From an optimization exercise on the open Yosys and OpenROAD flow, aimed at small area and a short achievable clock period; shortcuts taken in it are not production practice.
The RTL was checked by simulation tests, not by an equivalence proof against the original design.
Power and IR drop assume default switching activity.

==> 07-03: inputs <==
Design ex_stage_top, start of the top module:
module ex_stage_top (
    input  logic         clk,
    input  logic         rst,
    input  logic         stall_i,
    input  logic         flush_i,
    input  logic [250:0] id_to_ex_i,
    output logic [140:0] ex_to_mem_o,
    output logic [69:0]  bypass_o,
    output logic [64:0]  redirect_o,
    output logic [137:0] dmem_req_o,
    output logic         stall_load_o
);
    logic        valid;
    logic [3:0]  alu_op;
    logic        word;
    logic [1:0]  src1_sel;
    logic [2:0]  src2_sel;
    logic [3:0]  br_op;
    logic        mem_en, mem_we, load_unsigned, rf_we, sel_rf_res;
    logic [1:0]  mem_size;
    logic [4:0]  rf_waddr;
    logic [63:0] pc, rs1, rs2;
    logic [31:0] inst;
    assign valid         = id_to_ex_i[250];
    assign alu_op        = id_to_ex_i[249:246];
    assign word          = id_to_ex_i[245];
    assign src1_sel      = id_to_ex_i[244:243];
    assign src2_sel      = id_to_ex_i[242:240];
  ...
export LEC_CHECK = 0
export ABC_AREA = 1
export CAP_MARGIN = 20
export CORE_MARGIN = 2
export CORE_UTILIZATION = 40
export CTS_CLUSTER_DIAMETER = 60
export CTS_CLUSTER_SIZE = 40
export SETUP_SLACK_MARGIN = 4.6
export SLEW_MARGIN = 20
export SYNTH_HIERARCHICAL = 1
create_clock -name core_clock -period 9.0 [get_ports {clk}]
standard.sh (not shown) runs the stock make flow with config.mk's settings and CLKGATE_MAP_FILE= SYNTH_SCRIPT=/design/flow/synth_recipe.tcl, a recipe that flattens the netlist after the stock synthesis.
==> flow/flow/run.sh <==
#!/bin/bash
set -euo pipefail
cd "$(dirname "$0")/.."
bash standard.sh "BUFFER_PORTS_ARGS=-buffer_cell sky130_fd_sc_hd__buf_1" finish > standard.log 2>&1
==> 12-16 (differences from 07-03) <==
--- a/flow/design.v
+++ b/flow/design.v
@@ -317,16 +317,25 @@
     logic [63:0] pp, gg;
     always_comb begin
         pp = ({64{sel_x}}  & xx)
            | ({64{sel_g}}  & gl)
            | ({64{op_sll}} & srev)
            | ({64{op_srl | op_sra}} & sr);
         gg = {64{arith}} & gl;
     end
+    logic [31:0] lcy, lo;
+    logic        lco, c32, ltw;
+    ex_prefix #(.W(31), .KIND(0)) lo_pfx (
+        .g_i (gl[31:1]), .p_i (xx[31:1]), .c_i (gl[0] | (xx[0] & inv)), .c_o (lcy[31:1]),
+        .co_o (lco));
+    assign lcy[0] = inv;
+    assign lo     = pp[31:0] ^ (lcy & {32{arith}});
+    assign c32    = arith & lco;
+    assign ltw = word & ((op_slt & (xx[31] ? lo[31] : gl[31])) | (op_sltu & ~lco));
     logic        eq, blt_u, blt_s, cond, taken;
     logic [63:0] tbase, timm, target;
     ex_cmp #(.W(64)) br_cmp (.a_i (rs1), .b_i (rs2), .eq_o (eq), .lt_o (blt_u));
     assign blt_s = blt_u ^ rs1[63] ^ rs2[63];
     always_comb begin
         case (br_op)
             4'd1, 4'd2: cond = 1'b1;
             4'd3:       cond = eq;
@@ -362,48 +371,53 @@
         case (mem_size)
             2'd0:    wdata = {56'b0, rs2[7:0]};
             2'd1:    wdata = {48'b0, rs2[15:0]};
             2'd2:    wdata = {32'b0, rs2[31:0]};
             default: wdata = rs2;
         endcase
         if (!(valid & mem_en & mem_we)) wdata = '0;
     end
-    localparam int QW = 1 + 1 + 1 + 2 + 1 + 1 + 5 + 1 + 64 + 64 + 64 + 1 + 1 + 1 + 1 + 1 + 64 + 64;
+    localparam int QW = 1 + 1 + 1 + 2 + 1 + 1 + 5 + 1 + 64 + 32 + 1 + 32 + 32 + 1 + 1 + 1 + 1 + 1 + 64 + 64;
     logic          clr, hold, load;
     logic [QW-1:0] d, q;
     assign clr  = rst | flush_i;
     assign hold = stall_i & ~clr;
     assign load = ~stall_i & ~clr;
     assign d = {valid, mem_en, mem_we, mem_size, load_unsigned, rf_we, rf_waddr, sel_rf_res,
-                pc, pp, gg, inv, op_slt, op_sltu, word, taken,
+                pc, lo, c32, pp[63:32], gg[63:33], gg[32] | (pp[32] & c32),
+                ltw, op_slt, op_sltu, word, taken,
                 {target[63:1], target[0] & (br_op != 4'd2)} & {64{taken}},
                 wdata};
     always_ff @(posedge clk) begin
         q <= (q & {QW{hold}}) | (d & {QW{load}});
     end
     logic        valid_q, mem_en_q, mem_we_q, load_unsigned_q, rf_we_q, sel_rf_res_q;
     logic [1:0]  mem_size_q;
     logic [4:0]  rf_waddr_q;
-    logic [63:0] pc_q, pp_q, gg_q, target_q, wdata_q, res_q;
-    logic        cin_q, slt_q, sltu_q, word_q, taken_q;
+    logic [63:0] pc_q, target_q, wdata_q, res_q;
+    logic [31:0] lo_q, pph_q, ggh_q;
+    logic        c32_q, ltw_q, slt_q, sltu_q, word_q, taken_q;
     assign {valid_q, mem_en_q, mem_we_q, mem_size_q, load_unsigned_q, rf_we_q, rf_waddr_q,
-            sel_rf_res_q, pc_q, pp_q, gg_q, cin_q, slt_q, sltu_q, word_q, taken_q,
+            sel_rf_res_q, pc_q, lo_q, c32_q, pph_q, ggh_q, ltw_q, slt_q, sltu_q, word_q, taken_q,
             target_q, wdata_q} = q;
-    logic [63:0] cy, sum, raw;
-    logic        c64, lt, ltu, ltbit;
-    ex_prefix #(.W(64), .KIND(0)) add_pfx (
-        .g_i (gg_q), .p_i (pp_q), .c_i (cin_q), .c_o (cy), .co_o (c64));
-    assign sum   = pp_q ^ cy;
-    assign ltu   = word_q ? ~cy[32] : ~c64;
-    assign lt    = word_q ? (pp_q[31] ? sum[31] : gg_q[31])
-                          : (pp_q[63] ? sum[63] : gg_q[63]);
-    assign ltbit = (slt_q & lt) | (sltu_q & ltu);
-    assign raw   = {sum[63:1] & {63{~(slt_q | sltu_q)}}, (sum[0] & ~(slt_q | sltu_q)) | ltbit};
-    assign res_q = {word_q ? {32{raw[31]}} : raw[63:32], raw[31:0]};
+    logic [31:0] hcy, hsum, raw_hi;
+    logic [31:0] raw_lo;
+    logic        c64, lt, ltbit, cmp;
+    ex_prefix #(.W(31), .KIND(0)) hi_pfx (
+        .g_i (ggh_q[31:1]), .p_i (pph_q[31:1]), .c_i (ggh_q[0]), .c_o (hcy[31:1]),
+        .co_o (c64));
+    assign hcy[0] = c32_q;
+    assign hsum   = pph_q ^ hcy;
+    assign lt     = pph_q[31] ? hsum[31] : ggh_q[31];
+    assign cmp    = slt_q | sltu_q;
+    assign ltbit  = ltw_q | (~word_q & ((slt_q & lt) | (sltu_q & ~c64)));
+    assign raw_hi = hsum & {32{~cmp}};
+    assign raw_lo = {lo_q[31:1] & {31{~cmp}}, (lo_q[0] & ~cmp) | ltbit};
+    assign res_q = {word_q ? {32{raw_lo[31]}} : raw_hi, raw_lo};
     logic       en_q;
     logic [7:0] sel_q;
     assign en_q = valid_q & mem_en_q;
     always_comb begin
         case (mem_size_q)
             2'd0:    sel_q = 8'h01;
             2'd1:    sel_q = 8'h03;
             2'd2:    sel_q = 8'h0f;
==> flow/config.mk (replaced) <==
export PLATFORM = sky130hd
export DESIGN_NAME = ex_stage_top
export DESIGN_NICKNAME = ex_stage_top
export VERILOG_FILES = /design/flow/design.v
export SDC_FILE = /design/flow/constraint.sdc
export NUM_CORES = 4
export LEC_CHECK = 0
export ABC_AREA = 1
export CAP_MARGIN = 20
export CORE_MARGIN = 2
export CORE_UTILIZATION = 50
export CTS_CLUSTER_DIAMETER = 60
export CTS_CLUSTER_SIZE = 40
export SETUP_SLACK_MARGIN = 4.3
export SLEW_MARGIN = 20
export SYNTH_HIERARCHICAL = 1
==> 01-22 (differences from 07-03) <==
--- a/flow/design.v
+++ b/flow/design.v
@@ -316,16 +316,17 @@
     end
     logic [63:0] pp, gg;
     always_comb begin
         pp = ({64{sel_x}}  & xx)
            | ({64{sel_g}}  & gl)
            | ({64{op_sll}} & srev)
            | ({64{op_srl | op_sra}} & sr);
         gg = {64{arith}} & gl;
+        gg[0] = gg[0] | (pp[0] & inv);
     end
     logic        eq, blt_u, blt_s, cond, taken;
     logic [63:0] tbase, timm, target;
     ex_cmp #(.W(64)) br_cmp (.a_i (rs1), .b_i (rs2), .eq_o (eq), .lt_o (blt_u));
     assign blt_s = blt_u ^ rs1[63] ^ rs2[63];
     always_comb begin
         case (br_op)
             4'd1, 4'd2: cond = 1'b1;
@@ -385,18 +386,19 @@
     logic [4:0]  rf_waddr_q;
     logic [63:0] pc_q, pp_q, gg_q, target_q, wdata_q, res_q;
     logic        cin_q, slt_q, sltu_q, word_q, taken_q;
     assign {valid_q, mem_en_q, mem_we_q, mem_size_q, load_unsigned_q, rf_we_q, rf_waddr_q,
             sel_rf_res_q, pc_q, pp_q, gg_q, cin_q, slt_q, sltu_q, word_q, taken_q,
             target_q, wdata_q} = q;
     logic [63:0] cy, sum, raw;
     logic        c64, lt, ltu, ltbit;
-    ex_prefix #(.W(64), .KIND(0)) add_pfx (
-        .g_i (gg_q), .p_i (pp_q), .c_i (cin_q), .c_o (cy), .co_o (c64));
+    ex_prefix #(.W(63), .KIND(0)) add_pfx (
+        .g_i (gg_q[63:1]), .p_i (pp_q[63:1]), .c_i (gg_q[0]), .c_o (cy[63:1]), .co_o (c64));
+    assign cy[0] = cin_q;
     assign sum   = pp_q ^ cy;
     assign ltu   = word_q ? ~cy[32] : ~c64;
     assign lt    = word_q ? (pp_q[31] ? sum[31] : gg_q[31])
                           : (pp_q[63] ? sum[63] : gg_q[63]);
     assign ltbit = (slt_q & lt) | (sltu_q & ltu);
     assign raw   = {sum[63:1] & {63{~(slt_q | sltu_q)}}, (sum[0] & ~(slt_q | sltu_q)) | ltbit};
     assign res_q = {word_q ? {32{raw[31]}} : raw[63:32], raw[31:0]};
     logic       en_q;
--- a/flow/config.mk
+++ b/flow/config.mk
@@ -6,11 +6,11 @@
 export NUM_CORES = 4
 export LEC_CHECK = 0
 export ABC_AREA = 1
 export CAP_MARGIN = 20
 export CORE_MARGIN = 2
 export CORE_UTILIZATION = 40
 export CTS_CLUSTER_DIAMETER = 60
 export CTS_CLUSTER_SIZE = 40
-export SETUP_SLACK_MARGIN = 4.6
+export SETUP_SLACK_MARGIN = 4.0
 export SLEW_MARGIN = 20
 export SYNTH_HIERARCHICAL = 1
==> run summary <==
Max power group clock; Clock transition at path regs 0.07 ns; critical-path cell list buf_1 > nand2_1 > buf_4 > o21ai_0 > nand2_1 > nand2_1 > nand2_1 > nand2_1 > nand2_1 > nand2_1 > nand2_1 > nand2_1 > nand2_1 > nand3_1 > nand3_1 > nand2_1 > nand2_1 > nand3b_1 > nand2_1 > nand2_1; Comb power 1.65 mW; starting density of the core 40.23%; clock power share 34.8%; Max IR drop VDD between 0.1 and 0.15 mV; status complete, no violations; antenna fix cells 1; Crit Path Max Fanout 31; slew margin rel. between 20% and 30%; vias in the first global route 31.55k
The numbers above come from 01-22.

==> run summary <==
status complete, no violations; final hold slack 0.4518 ns; antenna fix cells 0; Max power group combinational logic; Comb power 1.84 mW; starting density of the core between 40% and 50%; Clock transition at path regs 0.07 ns; vias in the first global route 32.65k; Multi-input gate area approximately 0.022 mm2; slew margin rel. 13.89%; critical-path cell list a21oi_2 > nand2_1 > nand2_1 > nand2_2 > a21oi_4 > buf_6 > nand2_8 > nand2_1 > nand3_1 > xnor2_2 > o21ai_4 > buf_6; clock power share 31.8%; Max IR drop VDD around 0.13 mV
The numbers above come from 07-03.

==> run summary <==
status complete, no violations; clock power share 30.3%; Max IR drop VDD ~0.18 mV; hold buffers post-CTS 0; Via Count ~35k; Biggest register q; Crit Path Max Fanout 33; critical-path cell list buf_1 > nand2_1 > nor2_2 > nand2_1 > nand2_8 > nand3_1 > nand3_1 > nand2_1 > o21ai_2 > o21ai_1 > or2_1 > nand3_1 > nand2_1 > o21ai_2 > nand2_1 > nand3_1 > nand3_1 > nand3_1 > nand2_1; Clock transition at path regs 0.08 ns; vias in the first global route 31.13k; Power Clock between 1 and 1.5 mW; antenna fix cells 15; slew margin rel. 36.75%; Comb power around 1.9 mW; TritonCTS clock tree built
The numbers above come from 12-16.

re-timing with driven ports:
How much do the figures lean on ideal ports? The routed layouts below were timed once more, with nothing changed but the port constraints. Step 1, drivers: a clkbuf_16 drives clk and a buf_2 each remaining input, both assumed. Step 2 moves the port delays by t, midway between the first and last clock arrival at a register: inputs arrive t later, outputs are due t later. That takes back most of the time a late clock gives input paths. a / b / c = no drivers / after step 1 / after step 2; a / b = the first two.
run	t, ns	slack for setup (ns)	slew at the worst register clock pin (ns)	worst data-port slew with drivers (ns)
07-03	0.635	4.411 / 4.345 / 4.025	0.08 / 0.08	0.10
12-16	0.694	4.266 / 4.307 / 3.613	0.09 / 0.09	0.14
01-22	0.634	4.083 / 4.091 / 3.457	0.08 / 0.08	0.22
After both steps setup and hold are still met in every run listed. For 12-16, which loses most, drivers alone change the setup slack by +0.041 ns; drivers and shift together by -0.653 ns.
